Context: an optimization exercise on an open-source flow, tuned for small area and a short achievable clock period. The choices shown serve that exercise and are no tape-out recipe.
Where RTL was checked, it was by simulation tests only, not by an equivalence proof against the original.
Power is estimated from default activity; no workload was simulated.

## ps2_key_event_queue
module ps2_key_event_queue #(
  parameter int FIFO_DEPTH      = 8,
  parameter bit SUPPRESS_REPEAT = 1'b1,
  parameter bit IGNORE_CTRL     = 1'b1
) (
  input  logic                          clk,
  input  logic                          reset,
  input  logic [7:0]                    rx_data,
  input  logic                          rx_valid,
  input  logic                          rx_overflow,
  output logic [9:0]                    evt_data,
  output logic                          evt_valid,
  input  logic                          evt_ready,
  output logic [$clog2(FIFO_DEPTH):0]   evt_count,
  output logic                          drop_flag,
  input  logic                          drop_clr,
  output logic [8:0]                    keys_down,
  output logic [31:0]                   cur_key
);
clock: 6.5 ns
lec_check: 0
cap_margin: 10
core_margin: 2
core_utilization: 40
cts_buf_list: sky130_fd_sc_hd__clkbuf_8
cts_cluster_diameter: 80
cts_cluster_size: 16
setup_slack_margin: 3.3
slew_margin: 10
synth_hierarchical: 1
tns_end_percent: 10
standard.sh (not shown) runs the stock make flow with config.mk's settings and CLKGATE_MAP_FILE= SYNTH_SCRIPT=/design/flow/synth_recipe.tcl, a recipe that flattens the netlist after the stock synthesis.
==> flow/flow/run.sh <==
#!/bin/bash
# Layout flow: the standard flow, with the port buffers made plain
# buffers (sky130_fd_sc_hd__buf_4) instead of the default delay-cell choice.
export BUFFER_PORTS_ARGS="-buffer_cell sky130_fd_sc_hd__buf_4"
bash standard.sh > standard.log 2>&1
The baseline went through all stages and came out clean.
Next try:
--- a/flow/design.v
+++ b/flow/design.v
@@ -84,19 +84,17 @@
       w_col_sel[k] = (rx_data[4:0] == k[4:0]);
     w_sel_valid = |(w_row_sel & r_row_valid);
     w_row_raw   = w_half_a | w_half_b;
     w_row_wr = w_row_raw | {32{r_phase && !w_sel_valid}};
     if (w_track) w_row_wr = (w_row_wr & ~w_col_sel) | (w_col_sel & {32{!w_ev_rel ^ r_phase}});
     w_row_we = w_row_sel;
   end
   for (genvar j = 0; j < 16; j++) begin : g_rd
-    ps2kq_and4 u_rd (
-      .a({rx_data[7:5] ~^ 3'(j % 8), w_row_ev[j]}), .y(w_row_rd[j])
-    );
+    ps2kq_dec3 #(.J(j % 8)) u_rd (.x(rx_data[7:5]), .e(w_row_ev[j]), .y(w_row_rd[j]));
   end
   for (genvar p = 0; p < 8; p++) begin : g_pair
     ps2kq_rowpair u_pair (
       .clk(clk), .we(w_row_we[2*p +: 2]), .hold(~w_row_we[2*p +: 2]),
       .rd(w_row_rd[2*p +: 2]), .wr(w_row_wr), .rd_n(w_pair_rd_n[p*32 +: 32])
     );
   end
   for (genvar k = 0; k < 32; k++) begin : g_col
@@ -114,17 +112,21 @@
     );
   end
   for (genvar i = 0; i < 8; i++) begin : g_t4
     ps2kq_nand4 u_t4 (.a(w_term_n[4*i +: 4]), .y(w_t4[i]));
   end
   for (genvar i = 0; i < 4; i++) begin : g_t8
     ps2kq_nor2 u_t8 (.a(w_t4[2*i]), .b(w_t4[2*i+1]), .y(w_t8_n[i]));
   end
-  ps2kq_nand4 u_t32 (.a(w_t8_n), .y(w_raw_bit));
+  logic [3:0] w_raw_bit_c;
+  for (genvar i = 0; i < 4; i++) begin : g_t32
+    ps2kq_nand4 u_t32 (.a(w_t8_n), .y(w_raw_bit_c[i]));
+  end
+  assign w_raw_bit = w_raw_bit_c[0];
   assign w_pv = r_phase && w_sel_valid;
   always_ff @(posedge clk or posedge reset) begin
     if (reset) begin
       r_row_valid <= '0;
       r_phase     <= 1'b0;
     end else begin
       r_row_valid <= r_row_valid | w_row_we;
       r_phase     <= !r_phase;
@@ -201,17 +203,17 @@
   logic [2:0]  w_wp_next;
   logic [3:0]  w_cnt_next;
   logic        w_drop_next;
   assign w_nx_h = {(w_cnt_h != 4'd0), w_kd_h, w_ck_h, w_wp_h, w_cnt_h, w_drop_h};
   assign w_nx_f = {(w_cnt_f != 4'd0), w_kd_f, w_ck_f, w_wp_f, w_cnt_f, w_drop_f};
   assign w_nx1  = w_pv ? w_nx_f : w_nx_h;
   assign w_nx0  = w_pv ? w_nx_h : w_nx_f;
   for (genvar i = 0; i < 28; i++) begin : g_pick
-    ps2kq_mux2 u_pick (.s(w_raw_bit), .a1(w_nx1[i]), .a0(w_nx0[i]), .y(w_nx[i]));
+    ps2kq_mux2 u_pick (.s(w_raw_bit_c[i % 4]), .a1(w_nx1[i]), .a0(w_nx0[i]), .y(w_nx[i]));
   end
   assign {w_valid_next, w_kd_next, w_ck_next, w_wp_next, w_cnt_next, w_drop_next} = w_nx;
   assign evt_valid = r_valid;
   logic [9:0] w_head;
   ps2kq_fifo_read u_head (
     .sel(r_rd_oh),
     .mem({r_mem[7], r_mem[6], r_mem[5], r_mem[4], r_mem[3], r_mem[2], r_mem[1], r_mem[0]}),
     .y(w_head)
@@ -262,8 +264,15 @@
   output logic [9:0]  y
 );
   always_comb begin
     y = 10'd0;
     for (int i = 0; i < 8; i++)
       if (sel[i]) y = y | mem[i*10 +: 10];
   end
 endmodule
+module ps2kq_dec3 #(parameter int J = 0) (
+  input  logic [2:0] x,
+  input  logic       e,
+  output logic       y
+);
+  assign y = (x == 3'(J)) && e;
+endmodule
Non-clock buffer count went down by 25.
Sequential power barely changes.
Clock skew climbs by 0.020 ns.
Count of clock-buffer cells in the layout came out higher by 1.
Utilization goes down by 0.81 points.
Cell count decreases by 0.92%.
Power fell by 1.4%.
Worst hold slack improves by 0.0032 ns.
Global-route usage goes up by 0.24 points.
Worst setup slack gains 0.12 ns.
Die area stays flat.
Design area goes down by 1.7%.
Sequential share of layout area rose by 0.90 points.
Critical path depth goes down by 2.
No functional check of the RTL was part of the first run of this note.

Setup of red:
The RTL this note starts from:
==> flow/design.v <==
module ps2_key_event_queue #(
  parameter int FIFO_DEPTH      = 8,
  parameter bit SUPPRESS_REPEAT = 1'b1,
  parameter bit IGNORE_CTRL     = 1'b1
) (
  input  logic                          clk,
  input  logic                          reset,
  input  logic [7:0]                    rx_data,
  input  logic                          rx_valid,
  input  logic                          rx_overflow,
  output logic [9:0]                    evt_data,
  output logic                          evt_valid,
  input  logic                          evt_ready,
  output logic [$clog2(FIFO_DEPTH):0]   evt_count,
  output logic                          drop_flag,
  input  logic                          drop_clr,
  output logic [8:0]                    keys_down,
  output logic [31:0]                   cur_key
);
  logic       r_ext, r_rel, r_pause;
  logic [2:0] r_skip;
  logic w_v, w_e0, w_f0, w_e1, w_ctrl, w_prefix, w_pause_end, w_key;
  logic w_emit, w_track, w_ev_ext, w_ev_rel;
  logic [7:0] w_code;
  assign w_v    = rx_valid && !rx_overflow;
  assign w_e0   = (rx_data == 8'hE0);
  assign w_f0   = (rx_data == 8'hF0);
  assign w_e1   = (rx_data == 8'hE1);
  assign w_ctrl = (rx_data == 8'h00) || (rx_data == 8'hAA) || (rx_data == 8'hEE) ||
                  (rx_data == 8'hFA) || (rx_data == 8'hFE) || (rx_data == 8'hFF);
  assign w_prefix    = !r_rel && !r_pause;            
  assign w_pause_end = r_pause && (r_skip <= 3'd1);
  assign w_key       = !w_e0 && !w_f0 && !w_e1 && (r_ext || !w_ctrl);
  assign w_track  = w_v && (r_rel || (w_prefix && w_key));
  assign w_emit   = w_track || (w_v && w_pause_end);
  assign w_ev_ext = r_ext || r_pause;
  assign w_ev_rel = r_rel;
  assign w_code   = r_pause ? 8'h77 : rx_data;
  always_ff @(posedge clk or posedge reset) begin
    if (reset) begin
      r_ext   <= 1'b0;
      r_rel   <= 1'b0;
      r_pause <= 1'b0;
      r_skip  <= 3'd0;
    end else if (rx_overflow) begin
      r_ext   <= 1'b0;
      r_rel   <= 1'b0;
      r_pause <= 1'b0;
      r_skip  <= 3'd0;
    end else if (rx_valid) begin
      if (r_pause) begin
        r_skip  <= w_pause_end ? 3'd0 : 3'(r_skip - 3'd1);
        r_pause <= !w_pause_end;
      end else if (r_rel) begin
        r_ext <= 1'b0;
        r_rel <= 1'b0;
      end else begin
        r_ext   <= w_e0 || (w_f0 && r_ext);
        r_rel   <= w_f0;
        r_pause <= w_e1;
        if (w_e1) r_skip <= 3'd7;
      end
    end
  end
  logic         r_phase;
  logic [15:0]  r_row_valid;
  logic [255:0] w_pair_rd_n;
  logic [15:0]  w_row_sel, w_row_rd, w_row_we, w_row_ev;
  logic [7:0]   w_hi_dec;
  logic [31:0]  w_col_sel;
  logic [31:0]  w_half_a, w_half_b, w_term_n;
  logic [7:0]   w_t4;
  logic [3:0]   w_t8_n;
  logic [31:0]  w_row_raw, w_row_wr;
  logic         w_sel_valid, w_pv, w_raw_bit;
  always_comb begin
    for (int i = 0; i < 8; i++)
      w_hi_dec[i] = (rx_data[7:5] == i[2:0]);
    for (int j = 0; j < 16; j++) begin
      w_row_sel[j] = (r_ext == j[3]) && w_hi_dec[j % 8];
      w_row_ev[j]  = (r_ext == j[3]) && r_row_valid[j];
    end
    for (int k = 0; k < 32; k++)
      w_col_sel[k] = (rx_data[4:0] == k[4:0]);
    w_sel_valid = |(w_row_sel & r_row_valid);
    w_row_raw   = w_half_a | w_half_b;
    w_row_wr = (w_row_raw | {32{r_phase && !w_sel_valid}}) & ~w_col_sel |
               (w_col_sel & {32{!w_ev_rel ^ r_phase}});
    w_row_we = w_row_sel & {16{w_track}};
  end
  for (genvar j = 0; j < 16; j++) begin : g_rd
    ps2kq_and4 u_rd (
      .a({rx_data[7:5] ~^ 3'(j % 8), w_row_ev[j]}), .y(w_row_rd[j])
    );
  end
  for (genvar p = 0; p < 8; p++) begin : g_pair
    ps2kq_rowpair u_pair (
      .clk(clk), .we(w_row_we[2*p +: 2]), .hold(~w_row_we[2*p +: 2]),
      .rd(w_row_rd[2*p +: 2]), .wr(w_row_wr), .rd_n(w_pair_rd_n[p*32 +: 32])
    );
  end
  for (genvar k = 0; k < 32; k++) begin : g_col
    ps2kq_nand4 u_ha (
      .a({w_pair_rd_n[0*32+k], w_pair_rd_n[1*32+k], w_pair_rd_n[2*32+k], w_pair_rd_n[3*32+k]}),
      .y(w_half_a[k])
    );
    ps2kq_nand4 u_hb (
      .a({w_pair_rd_n[4*32+k], w_pair_rd_n[5*32+k], w_pair_rd_n[6*32+k], w_pair_rd_n[7*32+k]}),
      .y(w_half_b[k])
    );
    ps2kq_aoi22 u_term (
      .a0(w_col_sel[k]), .b0(w_half_a[k]), .a1(w_col_sel[k]), .b1(w_half_b[k]),
      .y(w_term_n[k])
    );
  end
  for (genvar i = 0; i < 8; i++) begin : g_t4
    ps2kq_nand4 u_t4 (.a(w_term_n[4*i +: 4]), .y(w_t4[i]));
  end
  for (genvar i = 0; i < 4; i++) begin : g_t8
    ps2kq_nor2 u_t8 (.a(w_t4[2*i]), .b(w_t4[2*i+1]), .y(w_t8_n[i]));
  end
  logic [1:0] w_raw_bit_c, w_raw_bit_n;
  for (genvar i = 0; i < 2; i++) begin : g_t32
    ps2kq_nand4 u_t32   (.a(w_t8_n), .y(w_raw_bit_c[i]));
    ps2kq_and4  u_t32_n (.a(w_t8_n), .y(w_raw_bit_n[i]));
  end
  assign w_raw_bit = w_raw_bit_c[0];
  assign w_pv = r_phase && w_sel_valid;
  always_ff @(posedge clk or posedge reset) begin
    if (reset) begin
      r_row_valid <= '0;
      r_phase     <= 1'b0;
    end else begin
      r_row_valid <= r_row_valid | w_row_we;
      r_phase     <= !r_phase;
    end
  end
  logic w_acc_h, w_acc_f, w_set_f, w_clr_h;
  assign w_acc_h = w_emit && (r_pause || r_rel);    
  assign w_acc_f = w_emit;
  assign w_set_f = w_track && !w_ev_rel;
  assign w_clr_h = w_track && w_ev_rel;
  logic [8:0] r_keys_down, w_kd_inc, w_kd_dec, w_kd_h, w_kd_f;
  assign w_kd_inc = (r_keys_down == 9'h1FF) ? r_keys_down : r_keys_down + 9'd1;
  assign w_kd_dec = (r_keys_down == 9'd0)   ? r_keys_down : r_keys_down - 9'd1;
  assign w_kd_h   = w_clr_h ? w_kd_dec : r_keys_down;
  assign w_kd_f   = w_set_f ? w_kd_inc : r_keys_down;
  always_ff @(posedge clk or posedge reset) begin
    if (reset) r_keys_down <= 9'd0;
    else       r_keys_down <= w_kd_next;
  end
  logic [7:0] r_ck_code;
  logic       r_ck_ext, r_ck_rel;
  logic [9:0] w_ck, w_ck_new, w_ck_h, w_ck_f;
  assign w_ck     = {r_ck_rel, r_ck_ext, r_ck_code};
  assign w_ck_new = {w_ev_rel, w_ev_ext, w_code};
  assign w_ck_h   = w_acc_h ? w_ck_new : w_ck;
  assign w_ck_f   = w_acc_f ? w_ck_new : w_ck;
  always_ff @(posedge clk or posedge reset) begin
    if (reset) {r_ck_rel, r_ck_ext, r_ck_code} <= {1'b1, 1'b0, 8'h1B};
    else       {r_ck_rel, r_ck_ext, r_ck_code} <= w_ck_next;
  end
  logic [9:0] r_mem [8];
  logic [2:0] r_wr_ptr;
  logic [7:0] r_rdsel;           
  logic [3:0] r_count;
  logic       r_drop_flag;
  logic       w_pop, w_slot_free;
  logic [2:0] w_wp_h, w_wp_f;
  logic [3:0] w_cnt_w, w_cnt_n, w_cnt_h, w_cnt_f;
  logic       w_drop_h, w_drop_f, w_df_n;
  logic [7:0] w_rs_pop, w_wr_oh, w_rs_h, w_rs_f;
  logic       w_empty, w_last_pop, w_wr_h, w_wr_f;
  assign w_pop       = (r_count != 4'd0) && evt_ready;
  assign w_slot_free = !r_count[3] || w_pop;
  assign w_cnt_w = w_pop ? r_count : r_count + 4'd1;
  assign w_cnt_n = w_pop ? r_count - 4'd1 : r_count;
  assign w_cnt_h = (w_acc_h && w_slot_free) ? w_cnt_w : w_cnt_n;
  assign w_cnt_f = (w_acc_f && w_slot_free) ? w_cnt_w : w_cnt_n;
  assign w_wp_h  = (w_acc_h && w_slot_free) ? r_wr_ptr + 3'd1 : r_wr_ptr;
  assign w_wp_f  = (w_acc_f && w_slot_free) ? r_wr_ptr + 3'd1 : r_wr_ptr;
  assign w_df_n  = r_drop_flag && !drop_clr;
  assign w_drop_h = (w_acc_h && !w_slot_free) || w_df_n;
  assign w_drop_f = (w_acc_f && !w_slot_free) || w_df_n;
  assign w_empty    = (r_count == 4'd0);
  assign w_last_pop = (r_count == 4'd1) && w_pop;
  assign w_rs_pop   = w_pop ? {r_rdsel[6:0], r_rdsel[7]} : r_rdsel;
  assign w_wr_oh    = 8'd1 << r_wr_ptr;
  assign w_wr_h     = w_acc_h && w_slot_free;
  assign w_wr_f     = w_acc_f && w_slot_free;
  assign w_rs_h = w_empty ? (w_wr_h ? w_wr_oh : 8'd0) : ((w_last_pop && !w_wr_h) ? 8'd0 : w_rs_pop);
  assign w_rs_f = w_empty ? (w_wr_f ? w_wr_oh : 8'd0) : ((w_last_pop && !w_wr_f) ? 8'd0 : w_rs_pop);
  always_ff @(posedge clk or posedge reset) begin
    if (reset) begin
      r_wr_ptr    <= 3'd0;
      r_rdsel     <= 8'd0;
      r_count     <= 4'd0;
      r_drop_flag <= 1'b0;
    end else begin
      r_wr_ptr    <= w_wp_next;
      r_count     <= w_cnt_next;
      r_drop_flag <= w_drop_next;
      r_rdsel     <= w_rs_next;
    end
  end
  always_ff @(posedge clk) begin
    if (w_slot_free) r_mem[r_wr_ptr] <= w_ck_new;
  end
  logic [34:0] w_nx_h, w_nx_f, w_nx1, w_nx0, w_nx;
  logic [7:0]  w_rs_next;
  logic [8:0]  w_kd_next;
  logic [9:0]  w_ck_next;
  logic [2:0]  w_wp_next;
  logic [3:0]  w_cnt_next;
  logic        w_drop_next;
  assign w_nx_h = {w_rs_h, w_kd_h, w_ck_h, w_wp_h, w_cnt_h, w_drop_h};
  assign w_nx_f = {w_rs_f, w_kd_f, w_ck_f, w_wp_f, w_cnt_f, w_drop_f};
  assign w_nx1  = w_pv ? w_nx_f : w_nx_h;
  assign w_nx0  = w_pv ? w_nx_h : w_nx_f;
  for (genvar i = 0; i < 35; i++) begin : g_pick
    ps2kq_aoi22 u_pick (
      .a0(w_raw_bit_c[i % 2]), .b0(!w_nx1[i]), .a1(w_raw_bit_n[i % 2]), .b1(!w_nx0[i]),
      .y(w_nx[i])
    );
  end
  assign {w_rs_next, w_kd_next, w_ck_next, w_wp_next, w_cnt_next, w_drop_next} = w_nx;
  assign evt_valid = (r_count != 4'd0);
  always_comb begin
    evt_data = 10'd0;
    for (int i = 0; i < 8; i++)
      if (r_rdsel[i]) evt_data = evt_data | r_mem[i];
  end
  assign evt_count = r_count;
  assign drop_flag = r_drop_flag;
  assign keys_down = r_keys_down;
  assign cur_key   = {8'h00,
                      (r_ck_ext && r_ck_rel) ? 8'hE0 : 8'h00,
                      r_ck_rel ? 8'hF0 : (r_ck_ext ? 8'hE0 : 8'h00),
                      r_ck_code};
endmodule
module ps2kq_rowpair (
  input  logic        clk,
  input  logic [1:0]  we,
  input  logic [1:0]  hold,
  input  logic [1:0]  rd,
  input  logic [31:0] wr,
  output logic [31:0] rd_n
);
  logic [31:0] q0, q1;
  always_ff @(posedge clk) begin
    q0 <= ~((q0 | {32{we[0]}}) & ({32{hold[0]}} | wr));
    q1 <= ~((q1 | {32{we[1]}}) & ({32{hold[1]}} | wr));
  end
  assign rd_n = ~((q0 & {32{rd[0]}}) | (q1 & {32{rd[1]}}));
endmodule
module ps2kq_nand4 (input logic [3:0] a, output logic y);
  assign y = ~&a;
endmodule
module ps2kq_and4 (input logic [3:0] a, output logic y);
  assign y = &a;
endmodule
module ps2kq_nor2 (input logic a, input logic b, output logic y);
  assign y = ~(a | b);
endmodule
module ps2kq_aoi22 (input logic a0, input logic b0, input logic a1, input logic b1,
                    output logic y);
  assign y = ~((a0 & b0) | (a1 & b1));
endmodule
module ps2kq_mux2 (input logic s, input logic a1, input logic a0, output logic y);
  assign y = s ? a1 : a0;
endmodule
make LEC_CHECK=0 CAP_MARGIN=0 CORE_MARGIN=2 CORE_UTILIZATION=40 CTS_BUF_LIST=sky130_fd_sc_hd__clkbuf_8 CTS_CLUSTER_DIAMETER=80 CTS_CLUSTER_SIZE=16 SETUP_SLACK_MARGIN=3.0 SLEW_MARGIN=0 SYNTH_HIERARCHICAL=1 TNS_END_PERCENT=10 finish   # period 6.5 ns
run.sh (not shown) runs the stock make flow with config.mk's settings and CLKGATE_MAP_FILE= SYNTH_SCRIPT=/design/flow/synth_recipe.tcl, a recipe that flattens the netlist after the stock synthesis.
Stock flow here: none of the scripts above is used.
No stage failed in red, and the final checks on the layout all came back clean.
The following lists how blue was set up differently from red:
--- a/flow/design.v
+++ b/flow/design.v
@@ -118,14 +118,9 @@
   end
   for (genvar i = 0; i < 4; i++) begin : g_t8
     ps2kq_nor2 u_t8 (.a(w_t4[2*i]), .b(w_t4[2*i+1]), .y(w_t8_n[i]));
   end
-  logic [1:0] w_raw_bit_c, w_raw_bit_n;
-  for (genvar i = 0; i < 2; i++) begin : g_t32
-    ps2kq_nand4 u_t32   (.a(w_t8_n), .y(w_raw_bit_c[i]));
-    ps2kq_and4  u_t32_n (.a(w_t8_n), .y(w_raw_bit_n[i]));
-  end
-  assign w_raw_bit = w_raw_bit_c[0];
+  ps2kq_nand4 u_t32 (.a(w_t8_n), .y(w_raw_bit));
   assign w_pv = r_phase && w_sel_valid;
   always_ff @(posedge clk or posedge reset) begin
     if (reset) begin
       r_row_valid <= '0;
@@ -217,12 +212,9 @@
   assign w_nx_f = {w_rs_f, w_kd_f, w_ck_f, w_wp_f, w_cnt_f, w_drop_f};
   assign w_nx1  = w_pv ? w_nx_f : w_nx_h;
   assign w_nx0  = w_pv ? w_nx_h : w_nx_f;
   for (genvar i = 0; i < 35; i++) begin : g_pick
-    ps2kq_aoi22 u_pick (
-      .a0(w_raw_bit_c[i % 2]), .b0(!w_nx1[i]), .a1(w_raw_bit_n[i % 2]), .b1(!w_nx0[i]),
-      .y(w_nx[i])
-    );
+    ps2kq_mux2 u_pick (.s(w_raw_bit), .a1(w_nx1[i]), .a0(w_nx0[i]), .y(w_nx[i]));
   end
   assign {w_rs_next, w_kd_next, w_ck_next, w_wp_next, w_cnt_next, w_drop_next} = w_nx;
   assign evt_valid = (r_count != 4'd0);
   always_comb begin
### Flow results
blue reached the final stage; the timing, DRC and antenna checks on its layout passed. blue: pin slew with the least headroom to its limit lower than red. Of blue and red, it is blue that has the lower worst-case vdd ir drop. Higher met3 layer usage reported by global route was reported by blue, not red. Across both runs, number of fill cells was higher for blue than for red. The area after synthesis in blue sits about 0.54% below the value recorded for red. Final wirelength: blue < red. Compare blue and red | portion of the layout cell area used by non-clock buffers lower: blue. Compared with red, in blue layout multi-input combinational cell count moved down; number of buffers inserted during clock tree synthesis moved down; share of cell area taken by muxes after synthesis picked up an extra 1.7 points.
No run of this note included a check of the RTL's function; only the layout flow was run.

## separate check: timing with driven ports
How much do the figures lean on ideal ports? The routed layouts below were timed once more, with nothing changed but the port constraints. Step 1, drivers: a clkbuf_16 drives clk and a buf_2 each remaining input, both assumed. Step 2, shift: input delay + t, output delay - t, t = (earliest + latest rising clock arrival at the registers) / 2. This alone moves slack from input paths to output paths. Three values: ideal, step 1, step 2; two values: the first two.
run | t, ns | setup WS [ns] | latest minus earliest clock arrival (ns) | worst data-port slew with drivers (ns) | cell pins on the clock port's net
the first run of note 1 | 0.733 | 3.010 / 2.891 / 2.158 | 0.038 / 0.038 | 0.18 | 1
the second run of note 1 | 0.713 | 3.132 / 2.914 / 2.202 | 0.058 / 0.059 | 0.30 | 1
red | 0.743 | 2.922 / 2.863 / 2.235 | 0.104 / 0.104 | 0.13 | 1
blue | 0.722 | 2.850 / 2.794 / 2.143 | 0.072 / 0.072 | 0.19 | 1
After both steps every run listed still meets setup and hold. The setup slack of the second run of note 1, which loses most, moves by -0.218 ns with the drivers and by -0.930 ns with both steps.
